From an optimization exercise on the open Yosys and OpenROAD flow, aimed at small area; shortcuts taken in it are not production practice.
The RTL was checked by simulation tests, not by an equivalence proof against the original design.

== run 1 ==
==> flow/design.v (excerpt) <==
module mac_nch_acc #(
    parameter int DW     = 18,
    parameter int CW     = 28,
    parameter int NCH    = 4,
    parameter int GUARD  = 2,
    parameter int OSHIFT = 24,
    parameter int OW     = 20
) (
    input  logic                         clk,
    input  logic                         rst,
    input  logic                         iv,
    input  logic [DW-1:0]                din,
    input  logic [CW-1:0]                cin,
    input  logic [((NCH <= 1) ? 1 : $clog2(NCH))-1:0]     ch,
    input  logic                         first,
    input  logic                         last,
    output logic [OW-1:0]                dout,
    output logic [((NCH <= 1) ? 1 : $clog2(NCH))-1:0]     och,
    output logic                         ov,
    output logic                         ovf
);
    localparam int AW = DW + CW + GUARD;    
    localparam int NR = DW / 2;             
    localparam int HW = AW - OSHIFT;        
    logic              v1, f1, l1;
    logic [1:0]        ch1;
    logic [DW-1:0]     d1;
    logic [CW-1:0]     c1;
    always_ff @(posedge clk or posedge rst) begin
        if (rst) v1 <= 1'b0;
        else     v1 <= iv;
    end
    always_ff @(posedge clk) begin
        f1  <= first;
        l1  <= last;
        ch1 <= ch;
        d1  <= din;
        c1  <= cin;
    end
    logic [AW-1:0] acc0, acc1, acc2, acc3;
    logic [3:0]    z;
    logic [AW-1:0] accsel, arow, sum;
    always_comb begin
        case (ch1)
            2'd0:    accsel = acc0;
            2'd1:    accsel = acc1;
            2'd2:    accsel = acc2;
            default: accsel = acc3;
        endcase
    end
    assign arow = (f1 | z[ch1]) ? '0 : accsel;
    logic [NR-1:0]    one, two, neg, ppt;
    logic [NR*CW-1:0] pp;
    always_comb begin
  ...
For scale: ~350 flip-flops, about 77 I/O pins, about 25000 um2 of cells after synthesis.
Settings: LEC_CHECK=0, ABC_AREA=1, CAP_MARGIN=20, CORE_MARGIN=2, CORE_UTILIZATION=60, CTS_BUF_LIST=sky130_fd_sc_hd__clkbuf_4, SLEW_MARGIN=20, SYNTH_HIERARCHICAL=1, SYNTH_MINIMUM_KEEP_SIZE=0; clock period 7.5 ns.
standard.sh (not shown) runs the stock make flow with config.mk's settings and CLKGATE_MAP_FILE= SYNTH_SCRIPT=/design/flow/synth_recipe.tcl, a recipe that flattens the netlist after the stock synthesis.
==> flow/flow/run.sh <==
#!/bin/bash
# Layout flow: the standard flow (standard.sh, unchanged synthesis) with
#  - plain buf_1 port buffers instead of the default delay-cell port buffers,
#  - clock tree synthesis without dummy loads,
# Each make run's full output goes to its own log file in this folder; ORFS's
# per-step logs are under orfs/logs/.
set -euo pipefail
bash standard.sh synth > flow_synth.log 2>&1
bash standard.sh \
    "BUFFER_PORTS_ARGS=-buffer_cell sky130_fd_sc_hd__buf_1" \
    "CTS_ARGS=-sink_clustering_enable -repair_clock_nets -dont_use_dummy_load -buf_list sky130_fd_sc_hd__clkbuf_4" \
    finish > flow_layout.log 2>&1
Input changes introduced in run 2 (baseline for comparison: run 1):
--- a/flow/flow/run.sh
+++ b/flow/flow/run.sh
@@ -4,0 +5 @@
+#  - area/power recovery (downsizing of non-critical cells) after global routing.
@@ -11,0 +13 @@
+    RECOVER_POWER=100 \
--- outcome ---
- In run 2 the implementation ran to completion but is not tape-out ready, as the final checks report capacitance limit, slew limit.
- ~same met2 wire length in run 2 and run 1
- Diff run 1..run 2 | number of signal-net buffers in the layout | unchanged
- Max fraction of final layout cells sized beyond drive strength 1 across run 2 and run 1: run 1
- Diff run 1..run 2 | via count | negligible
- Between run 2 and run 1, the post-route minimum period is lower for run 1.
--- input diff run 2..run 3 ---
==> flow/run.sh (new file) <==
#!/bin/bash
# synth_recipe.tcl (not shown) runs the flow's synth.tcl, then flattens the netlist and writes it again
# the make line also repeats each setting of config.mk as NAME=value (left out here)
make -C /OpenROAD-flow-scripts/flow DESIGN_CONFIG=/design/flow/config.mk WORK_HOME=/design/flow/orfs CLKGATE_MAP_FILE= SYNTH_SCRIPT=/design/flow/synth_recipe.tcl finish
removed: flow/flow/run.sh
removed: flow/standard.sh
==> summary.txt <==
In summary, run 3 completed successfully, with a layout that passed the timing, design-rule and antenna checks. The higher area growth from synthesis to layout came out of run 3. Run 3: slew at the pin closest to its max-slew limit lower than run 2. Per the comparison of run 3 with run 2, core utilization went up 2.6 points; fraction of area in multi-input gates went down 1.8 points; worst hold slack across all endpoints went up by 0.054 ns; share of the clock period used by the worst path after layout shows a reduction of 2.7 points; flip-flop and latch count about even. Delta(clock-buffer cell count, run 3 - run 2) > 0.

mac_nch_acc, a different RTL version from the one above (not shown whole).
For scale: ~2400 cells after synthesis, roughly 350 flip-flops.
Settings: LEC_CHECK=0, ABC_AREA=1, CAP_MARGIN=20, CORE_MARGIN=2, CORE_UTILIZATION=60, CTS_BUF_LIST=sky130_fd_sc_hd__clkbuf_4, SLEW_MARGIN=20, SYNTH_HIERARCHICAL=1, SYNTH_MINIMUM_KEEP_SIZE=0; clock period 7.5 ns.
==> flow/flow/run.sh <==
#!/bin/bash
# Layout flow: the standard flow (standard.sh, with the standard synthesis
# unchanged) with
#  - plain buf_1 port buffers instead of the default delay-cell port buffers,
#  - clock tree synthesis without dummy loads, with clkbuf_4 buffers and
#    clusters of at most 10 sinks within 40 um.
# Each make run's full output goes to its own log file in this folder; ORFS's
# per-step logs are under orfs/logs/.
set -euo pipefail
bash standard.sh synth > flow_synth.log 2>&1
bash standard.sh \
    "BUFFER_PORTS_ARGS=-buffer_cell sky130_fd_sc_hd__buf_1" \
    "CTS_ARGS=-sink_clustering_enable -repair_clock_nets -dont_use_dummy_load -buf_list sky130_fd_sc_hd__clkbuf_4 -sink_clustering_size 10 -sink_clustering_max_diameter 40" \
    finish > flow_layout.log 2>&1
Next try:
CTS_BUF_LIST = default   (was sky130_fd_sc_hd__clkbuf_4)
GPL_TIMING_DRIVEN = 0   (was default)
After rerunning:
- The changed run went through all stages and came out clean
- final area went up by 2.2%
- non-clock buffer count went up by 147
- setup slack loses 0.75 ns
- utilization is higher by 1.4 points
- flip-flop and latch count is unchanged
- maximum frequency goes down by 10%
- clock skew falls by 0.018 ns
- first-iteration DRC count increases by 26%
- area after synthesis is unchanged
- register-to-register slack gets worse by 0.75 ns

rev 12:
mac_nch_acc, a different RTL version from the one above (not shown whole).
For scale: roughly 1,600 cells after synthesis, about 77 I/O pins, ~22,000 um^2 of cells after synthesis.
Settings: LEC_CHECK=0, CAP_MARGIN=20, CORE_MARGIN=2, CORE_UTILIZATION=60, SLEW_MARGIN=20, SYNTH_HIERARCHICAL=1, SYNTH_MINIMUM_KEEP_SIZE=0; clock period 7.5 ns.
Scripts as last shown in full above: flow/flow/run.sh
Input changes introduced in rev 13 (baseline for comparison: rev 12):
# rev 12
export LEC_CHECK = 0
export CAP_MARGIN = 20
export CORE_MARGIN = 2
export CORE_UTILIZATION = 60
export SLEW_MARGIN = 20
export SYNTH_HIERARCHICAL = 1
export SYNTH_MINIMUM_KEEP_SIZE = 0
create_clock -name core_clock -period 7.5 [get_ports {clk}]
# rev 13
export LEC_CHECK = 0
export CAP_MARGIN = 20
export CORE_MARGIN = 2
export CORE_UTILIZATION = 50
export SLEW_MARGIN = 20
export SYNTH_HIERARCHICAL = 1
export SYNTH_MINIMUM_KEEP_SIZE = 0
create_clock -name core_clock -period 7.5 [get_ports {clk}]
Findings:
Rev 13 completed; timing, DRC and antenna clean
Relative to rev 12, sequential share of layout area decreased by 0.37 points in rev 13.
Rev 13 vs rev 12: smallest setup slack after layout down
Total non-filler cell area in the finished layout | rev 13 above rev 12
Against rev 12, rev 13 reports a routed wire length that is higher.
Rev 13 ended up with sky130_fd_sc_hd__a2111o_2 as its library cell contributing the largest single delay on the critical path; rev 12 ended up with sky130_fd_sc_hd__fa_2.
Compared with rev 12, rev 13 shows global-route wire length before repair that has gone up slightly.

== v56 ==
Another version of the RTL of mac_nch_acc (not shown whole).
Size: roughly 1900 cells after synthesis, about 360 flip-flops, about 77 I/O pins, roughly 23000 um2 of cells after synthesis.
export LEC_CHECK = 0
export CAP_MARGIN = 5
export CORE_MARGIN = 2
export CORE_UTILIZATION = 60
export SLEW_MARGIN = 5
export SYNTH_HIERARCHICAL = 1
export SYNTH_MINIMUM_KEEP_SIZE = 0
create_clock -name core_clock -period 7.5 [get_ports {clk}]
Scripts as last shown in full above: flow/flow/run.sh
### v56 -> v29
Settings: SLEW_MARGIN changed from 5 to 20; CAP_MARGIN changed from 5 to 20.
Notes after the runs:
v29 vs. v56: quantity of gates resized following cts has remained practically unchanged; summed instance area of the synthesized netlist has remained practically unchanged; number of buffers and inverters on the critical path has remained practically unchanged. v29 completed every stage of the flow, and the final layout passed the timing, design-rule and antenna checks. The clock-buffer cell count of v29 and that of v56 are within noise of each other.
#### Input delta (v3 over v29)
diff --git a/flow/flow/run.sh b/flow/flow/run.sh
--- a/flow/flow/run.sh
+++ b/flow/flow/run.sh
@@ -6 +6,3 @@
-#    clusters of at most 10 sinks within 40 um.
+#    clusters of at most 10 sinks within 40 um,
+#  - timing-driven global placement that does not keep its resizer changes
+#    (repair_design and repair_timing after placement and CTS still run).
@@ -13,0 +16 @@
+    GPL_KEEP_OVERFLOW=0 \
### Flow results
v3 went all the way through the flow, and no timing, DRC or antenna check failed.
v29 completed every stage of the flow, and the final layout passed the timing, design-rule and antenna checks.
On worst-case setup margin in the final layout, v29 beats v3.
The final reports for v3 and v29 show footprint of the flip-flops and latches higher in the former.
Diff v29 -> v3: area growth from synthesis to final layout +0.23 points; first-pass GRT wire length -about 0.34%; maximum frequency -0.37%; routing usage on met2 +1.0 points.
v3 against v29; final standard cell count with taps included and fillers excluded is down by a few percent.
Footprint of the multi-input gates: v3 higher than v29
Number of clock buffer instances in the layout: v3 > v29
First element of the critical path: one[1] -> v3, c1[0] -> v29
Inputs modified between v3 and v5:
Settings: an added ABC_AREA of 1.
diff --git a/flow/flow/run.sh b/flow/flow/run.sh
--- a/flow/flow/run.sh
+++ b/flow/flow/run.sh
@@ -6,3 +6 @@
-#    clusters of at most 10 sinks within 40 um,
-#  - timing-driven global placement that does not keep its resizer changes
-#    (repair_design and repair_timing after placement and CTS still run).
+#    clusters of at most 10 sinks within 40 um.
@@ -16 +13,0 @@
-    GPL_KEEP_OVERFLOW=0 \
[summary]
v5 completed every stage of the flow, and the final layout passed the timing, design-rule and antenna checks.
Cell with the largest stage delay on the worst path: sky130_fd_sc_hd__fa_1 -> v5, sky130_fd_sc_hd__dfxtp_2 -> v3
Relative to v3, the minimum setup slack in the final design of v5 is higher by 0.11 ns.
The total die area number comes out lower for v3 vs v5.
v5 ended up with a higher detailed-placement wirelength estimate than v3 did.

## what the ideal ports hide
No port has a modelled driver above. Below, the same layouts with a new extraction and two added sets of constraints.
Step 1 sets driving cells, clkbuf_16 on the clock port and buf_2 on the other inputs (assumed; they add their load-dependent delay and slew).
Step 2 times the ports against the registers' clock, not the clock port: input delays grow and output delays shrink by t, the midpoint of the rising clock arrivals with the driver on.
Slacks: ideal / step 1 / step 2; pairs: ideal / step 1.
run	t (ns)	setup WS [ns]	slew at the worst register clock pin (ns)	pins driven straight from the clock port
run 1	0.837	0.498 / 0.498 / 0.498	0.07 / 0.07	1
run 2	0.842	0.408 / 0.408 / 0.408	0.08 / 0.08	1
run 3	0.860	0.612 / 0.612 / 0.612	0.08 / 0.08	1
the first run of note 2	0.784	1.006 / 1.006 / 1.006	0.11 / 0.11	1
the second run of note 2	0.821	0.256 / 0.256 / 0.256	0.11 / 0.11	1
rev 12	0.806	0.136 / 0.136 / 0.136	0.11 / 0.11	1
rev 13	0.798	0.123 / 0.123 / 0.123	0.11 / 0.11	1
v56	0.800	0.208 / 0.208 / 0.208	0.11 / 0.11	1
v29	0.800	0.208 / 0.208 / 0.208	0.11 / 0.11	1
v3	0.794	0.181 / 0.181 / 0.181	0.11 / 0.11	1
v5	0.828	0.291 / 0.291 / 0.291	0.10 / 0.10	1
